This is an optimization exercise on Yosys and OpenROAD, whose aim is small area, not a production implementation. The RTL was checked by simulation tests, not by an equivalence proof against the original design. Power figures rest on the tool's default switching activity, not on a simulated workload.

**design/flow/design.v**
```verilog
`default_nettype none
package grf_pkg;
    localparam int DATA_W    = 32;
    localparam int REG_IDX_W = 5;
    localparam int NUM_REGS  = 1 << REG_IDX_W;
    typedef logic [REG_IDX_W-1:0] reg_idx_t;
    typedef logic [DATA_W-1:0]    word_t;
    localparam reg_idx_t ZERO_REG = 5'd0;
endpackage
`default_nettype wire
`default_nettype none
module grf_oai22
#(
    parameter int W = grf_pkg::DATA_W
) (
    input  logic         i_sa_n,
    input  logic         i_sb_n,
    input  logic [W-1:0] i_a,
    input  logic [W-1:0] i_b,
    output logic [W-1:0] o_y
);
    assign o_y = ~((i_a | {W{i_sa_n}}) & (i_b | {W{i_sb_n}}));
endmodule
module grf_oai21
#(
    parameter int W = grf_pkg::DATA_W
) (
    input  logic         i_sa_n,
    input  logic         i_z,
    input  logic [W-1:0] i_a,
    output logic [W-1:0] o_y
);
    assign o_y = ~((i_a | {W{i_sa_n}}) & {W{i_z}});
endmodule
module grf_nor4
#(
    parameter int W = grf_pkg::DATA_W
) (
    input  logic [W-1:0] i_a,
    input  logic [W-1:0] i_b,
    input  logic [W-1:0] i_c,
    input  logic [W-1:0] i_d,
    output logic [W-1:0] o_y
);
    assign o_y = ~(i_a | i_b | i_c | i_d);
endmodule
module grf_and4
#(
    parameter int W = grf_pkg::DATA_W
) (
    input  logic [W-1:0] i_a,
    input  logic [W-1:0] i_b,
    input  logic [W-1:0] i_c,
    input  logic [W-1:0] i_d,
    output logic [W-1:0] o_y
);
    assign o_y = i_a & i_b & i_c & i_d;
endmodule
module grf_read_port
#(
    parameter int DATA_W   = grf_pkg::DATA_W,
    parameter int NUM_REGS = grf_pkg::NUM_REGS
) (
    input  logic [NUM_REGS-1:1][DATA_W-1:0] i_regs,
    input  logic [NUM_REGS-1:1]             i_valid,
    input  grf_pkg::reg_idx_t               i_addr,
    output logic [DATA_W-1:0]               o_data
);
    logic [NUM_REGS-1:1] w_sel_n;
    logic                w_any;
    logic [15:0][DATA_W-1:0] w_y;
    logic [3:0][DATA_W-1:0]  w_p;
    always_comb begin
        for (int i = 1; i < NUM_REGS; i++) begin
            w_sel_n[i] = ~(i_valid[i] && (i_addr == i));
        end
    end
    assign w_any = ~&w_sel_n;
    genvar k;
    generate
        for (k = 0; k < 15; k++) begin : g_pair
            grf_oai22 #(.W(DATA_W)) u_oai (
                .i_sa_n (w_sel_n[2*k+1]),
                .i_sb_n (w_sel_n[2*k+2]),
                .i_a    (i_regs[2*k+1]),
                .i_b    (i_regs[2*k+2]),
                .o_y    (w_y[k])
            );
        end
    endgenerate
    grf_oai21 #(.W(DATA_W)) u_oai_last (
        .i_sa_n (w_sel_n[31]),
        .i_z    (w_any),
        .i_a    (i_regs[31]),
        .o_y    (w_y[15])
    );
    generate
        for (k = 0; k < 4; k++) begin : g_nor
            grf_nor4 #(.W(DATA_W)) u_nor (
                .i_a (w_y[4*k+0]),
                .i_b (w_y[4*k+1]),
                .i_c (w_y[4*k+2]),
                .i_d (w_y[4*k+3]),
                .o_y (w_p[k])
            );
        end
    endgenerate
    grf_and4 #(.W(DATA_W)) u_and (
        .i_a (w_p[0]),
        .i_b (w_p[1]),
        .i_c (w_p[2]),
        .i_d (w_p[3]),
        .o_y (o_data)
    );
endmodule
`default_nettype wire
`default_nettype none
module grf_wsel
#(
    parameter int W = grf_pkg::DATA_W
) (
    input  logic         i_en,
    input  logic         i_en_n,
    input  logic [W-1:0] i_wd,
    input  logic [W-1:0] i_q,
    output logic [W-1:0] o_d
);
    assign o_d = (i_wd & {W{i_en}}) | (i_q & {W{i_en_n}});
endmodule
module grf
#(
    parameter int DATA_W   = grf_pkg::DATA_W,
    parameter int ADDR_W   = 32,
    parameter int NUM_REGS = grf_pkg::NUM_REGS
) (
    input  logic              clk,
    input  logic              reset,
    input  logic              writable,
    input  logic [ADDR_W-1:0] read1addr,
    input  logic [ADDR_W-1:0] read2addr,
    input  logic [ADDR_W-1:0] writeAddr,
    input  logic [DATA_W-1:0] writeData,
    output logic [DATA_W-1:0] read1data,
    output logic [DATA_W-1:0] read2data
);
    logic [NUM_REGS-1:1][DATA_W-1:0] r_regs;
    logic [NUM_REGS-1:1][DATA_W-1:0] w_regs_d;
    logic [NUM_REGS-1:1]             r_valid;
    logic [NUM_REGS-1:1]             w_wsel;
    grf_pkg::reg_idx_t               w_waddr;
    assign w_waddr = writeAddr[grf_pkg::REG_IDX_W-1:0];
    always_comb begin
        for (int i = 1; i < NUM_REGS; i++) begin
            w_wsel[i] = writable && (w_waddr == i);
        end
    end
    genvar g;
    generate
        for (g = 1; g < NUM_REGS; g++) begin : g_word
            grf_wsel #(.W(DATA_W)) u_wsel (
                .i_en   (w_wsel[g]),
                .i_en_n (~w_wsel[g]),
                .i_wd   (writeData),
                .i_q    (r_regs[g]),
                .o_d    (w_regs_d[g])
            );
        end
    endgenerate
    always_ff @(posedge clk) begin
        r_regs <= w_regs_d;
    end
    always_ff @(posedge clk) begin
        if (!reset) begin
            r_valid <= '0;
        end else begin
            r_valid <= r_valid | w_wsel;
        end
    end
    grf_read_port #(
        .DATA_W   (DATA_W),
        .NUM_REGS (NUM_REGS)
    ) u_rd1 (
        .i_regs  (r_regs),
        .i_valid (r_valid),
        .i_addr  (read1addr[grf_pkg::REG_IDX_W-1:0]),
        .o_data  (read1data)
    );
    grf_read_port #(
        .DATA_W   (DATA_W),
        .NUM_REGS (NUM_REGS)
    ) u_rd2 (
        .i_regs  (r_regs),
        .i_valid (r_valid),
        .i_addr  (read2addr[grf_pkg::REG_IDX_W-1:0]),
        .o_data  (read2data)
    );
endmodule
`default_nettype wire
```
**design/flow/run.sh**
```bash
#!/bin/bash
# synth_recipe.tcl (not shown) runs the flow's synth.tcl, then flattens the netlist and writes it again
# the make line also repeats each setting of config.mk as NAME=value (left out here)
make -C /OpenROAD-flow-scripts/flow DESIGN_CONFIG=/design/flow/config.mk WORK_HOME=/design/flow/orfs CLKGATE_MAP_FILE= SYNTH_SCRIPT=/design/flow/synth_recipe.tcl finish
```
**design/flow/config.mk**
```make
export PLATFORM = sky130hd
export DESIGN_NAME = grf
export DESIGN_NICKNAME = grf
export VERILOG_FILES = /design/flow/design.v
export SDC_FILE = /design/flow/constraint.sdc
export NUM_CORES = 4
export LEC_CHECK = 0
export CAP_MARGIN = 20
export CORE_MARGIN = 2
export CORE_UTILIZATION = 40
export SLEW_MARGIN = 20
export SYNTH_HIERARCHICAL = 1
export SYNTH_MINIMUM_KEEP_SIZE = 0
```
**design/flow/constraint.sdc**
```tcl
create_clock -name core_clock -period 6.0 [get_ports {clk}]
set_input_delay 1.2000 -clock core_clock [delete_from_list [all_inputs] [get_ports {clk}]]
set_output_delay 1.2000 -clock core_clock [all_outputs]
set_load 0.01 [all_outputs]
```
==> flow_summary.yaml <==
finish:
  layout_commonest_cell: "dfxtp_1"
  fin_nets: 4265
  postLayoutCellArea_mm2: 0.05099
  final_cell_mix: "dfxtp_1, o22ai_1, a22o_1"
  area_growth_pct: 13.37
  drive_above_1_share_pct: 20.06
power:
  irDropWorstVdd_mv: 0.2863
  p_leak_nw: 20.24
  p_sw_share_pct: 25.81
  pwr-share-clk_pct: 40.1
  power_density_mw_per_mm2: 353.0
  power.total_mw: 18.00
  seqPwrFrac_pct: 50.9
  switchingPower_mw: 4.646
  intPower_mw: 13.35
  comb_power_share_pct: 9.1
synthesis:
  yosysSeqAreaShare_pct: 45.54
  syn_nets: 4221
  async_reset_ff_share_pct: 0
  synth_cell_types: 42
  synth_top_flop_cell: "dfxtp_1"
  yosys_register_bits: 1023
  synth_edf_count: 0
  synth.avg_cell_area_um2: 11.00
  yosys_warnings: 8
  synth_area_mm2: 0.04497
  synth_cells: 4090
worst_setup_path:
  worstPathCellList: "clkdlybuf4s50_1 > buf_4 > nor2b_1 > and2_1 > nand3_2 > buf_4 > o22ai_1 > nor4_2 > and4_1 > clkdlybuf4s50_1"
  end_kind: "output pin"
  critical_path_class: "input pin to output pin"
  cp.depth: 10
  rr_worst_depth: 2
  startpoint_type: "input pin"
  slowest_stage: "clkdlybuf4s50_1"
  crit_required_ns: 4.80
  path_buf_inv: 4
  crit_fanout: 32
  critical_path.top_delay_family: "buffers and inverters"
  cp_data_arrival_time_ns: 4.69
  cpPeakStageDelay_ns: 0.59
clock_tree:
  worstSkewPairLatency_ns: 0.70
  htreeDepth: 3
  numCtsBuffers: 110
  hold_buffers: 0
  tritoncts: "built"
  cts_resized: 0
  clock_path_buffers: 3
  cts-root-buf: "clkbuf_16"
  cts_sinks: 1023
  cts_setup_buffers: 0
  clk_pin_slew_worst_paths_ns: 0.06
run_status:
  outcome: "complete, no violations"
drt:
  avgViaCountPerCell: 7.427
  drt-initial-drc-count: 7360
  wire_per_inst_um: 36.09
  vias: 42550
  dr.pass1.iters: 8
  ant_nets: 0
  drc: 0
  routed_wl_um: 206800
grt:
  grt_max_degree: 36
  grt_usage_pct: 33.86
  grt_antenna_before_repair: 6
  grt_first_pass_wirelength_um: 285900
  grt_pass1_vias: 38920
  gr-total-overflow: 0
sta:
  fin_crit_sh_pct: 98.25
  slew_viol_final: 0
  fin_ws_ns: 0.1052
  setup_viol: 0
  worst_slew_pin_slew_ns: 1.238
  hold_slack_ns: 0.4731
  tns_ns: 0
  slew_headroom_pct: 17.24
  rsz0062_at_grt: "false"
  hold_violations: 0
  period_needed_ns: 5.895
  fmax_mhz: 169.6
  finalClockSkew_ns: 0
placed_design:
  hpwl_um: 124200
  post-place-ws_ns: 0.06396
  place_area_mm2: 0.04713
  gp_congestion: 1.003
  portBuffers: 113
floorplanning:
  fp.dieW_um: 339.3
  core_region_area_mm2: 0.1120
  ios: 195
  rows: 123
  die_h_um: 339.3
  start_util_pct: 40.14
  die_area_mm2: 0.1151
run:
  maxCapViolations: 0
worst_hold_path:
  hp-class: "register to register"
  hold_path_depth: 2
-- cell families after synthesis --
logic type / share of synthesized area, %
AOI/OAI and AO/OA: 34.26
DFF: 45.54
and+or+nand+nor: 11.35
buffers and inverters: 8.616
muxes: 0.2337
-- synth_stat cells, types with 2 or more instances --
| cell type | instances | area [µm²] |
|---|---|---|
| dfxtp_1 | 1023 | 20480 |
| o22ai_1 | 962 | 6018 |
| a22o_1 | 936 | 8198 |
| buf_6 | 278 | 3131 |
| nor4_2 | 256 | 3203 |
| o21ai_0 | 89 | 445.4 |
| buf_2 | 73 | 365.4 |
| nand2_1 | 73 | 274.0 |
| nand3_1 | 67 | 335.3 |
| and4_1 | 65 | 569.3 |
| a22o_2 | 62 | 620.6 |
| buf_4 | 34 | 255.2 |
| nor2_1 | 34 | 127.6 |
| clkbuf_1 | 21 | 78.83 |
| o21ai_1 | 12 | 60.06 |
| nor2b_1 | 10 | 62.56 |
| clkbuf_2 | 9 | 45.04 |
| and4b_1 | 7 | 70.07 |
| nand4b_1 | 7 | 61.31 |
| mux2i_1 | 6 | 60.06 |
| nor3_1 | 6 | 30.03 |
| nor3b_1 | 6 | 45.04 |
| and2_1 | 5 | 31.28 |
| and4bb_2 | 5 | 62.56 |
| nand4_1 | 5 | 31.28 |
| a21oi_1 | 4 | 20.02 |
| and3b_1 | 4 | 35.03 |
| mux2_1 | 4 | 45.04 |
| nand3b_1 | 4 | 30.03 |
| nand4bb_1 | 3 | 33.78 |
| a22oi_1 | 2 | 15.01 |
| a31oi_1 | 2 | 12.51 |
| and2_4 | 2 | 17.52 |
| and3_1 | 2 | 12.51 |
| nand2b_1 | 2 | 12.51 |
| nor2_2 | 2 | 12.51 |
| o31a_1 | 2 | 17.52 |
| or4_1 | 2 | 15.01 |
-- layout make-up --
class / count / area [µm²]
fillers: 10500 / 61050
multi-input cells: 2652 / 21180
flip-flops and latches: 1023 / 20480
repair buffers: 347 / 3622
clock buffers: 163 / 3253
well taps: 1500 / 1877
clock inverters: 43 / 570.5
diodes: 1 / 2.502
-- worst register-to-register path: stages, from the launching register on --
cell     delay [ns]
dfxtp_1        0.47
nand2_1        0.11
o21ai_0        0.10
-- per-layer routing --
layer	part of all wire [%]	routed length, µm	GRT usage [%]	up-vias
met2	40	83120	47.44	3981
li1	-	-	-	17100
met1	39	80220	45.49	20660
met5	0.030	62	0	-
met4	6.7	13760	20.76	10
met3	14	29600	10.11	794
-- per-stage QoR --
stage | cells | utilization [%]
2_1_floorplan | 4090 | -
3_3_place_gp | 5520 | 42.04
3_5_place_dp | 5522 | 42.07
4_1_cts | 5728 | 45.48
5_1_grt | 5728 | 45.51
6_report | 5729 | 45.51
-- worst paths after layout --
kind	from	endpoint	slack (ns)
min reg2reg	r_valid[12]$_SDFF_PN0_	r_valid[12]$_SDFF_PN0_	0.47
max reg2reg	r_valid[14]$_SDFF_PN0_	r_valid[14]$_SDFF_PN0_	5.23
min	r_valid[12]$_SDFF_PN0_	r_valid[12]$_SDFF_PN0_	0.47
max	read2addr[4]	read2data[29]	0.11
-- sequential cells by signal, indices dropped and copies added (netlist names) --
name     count
r_regs     992
r_valid     31
-- power by group through the flow --
stage / sequential, mW / combinational (mW) / clock, mW
2_1_floorplan: 8.99 / 1.19 / 0
3_3_place_gp: 9.18 / 1.52 / 0
3_5_place_dp: 9.21 / 1.58 / 0
4_1_cts: 9.10 / 1.59 / 7.22
5_1_grt: 9.29 / 1.73 / 7.49
6_report: 9.16 / 1.63 / 7.21

[separate check: timing with driven ports]
No port has a modelled driver above. Below, the same layout with a new extraction and two added sets of constraints. Step 1 (the two cells are an assumption about what drives the block):
set clk [get_ports {clk}]
set_driving_cell -lib_cell sky130_fd_sc_hd__clkbuf_16 $clk
set_driving_cell -lib_cell sky130_fd_sc_hd__buf_2 [delete_from_list [all_inputs] $clk]
Step 2, shift: input delay + t, output delay - t, t = (earliest + latest rising clock arrival at the registers) / 2. This alone moves slack from input paths to output paths. Three values: ideal, step 1, step 2; two values: the first two.
t (ns): 0.775
setup WS [ns]: 0.105 / 0.074 / 0.074
worst setup path after step 2: input to output
worst register clock-pin slew, ns: 0.07 / 0.07
pins driven straight from the clock port: 1
After both steps setup and hold are still met in this run. The setup slack of this run moves by -0.031 ns with the drivers and by -0.031 ns with both steps.
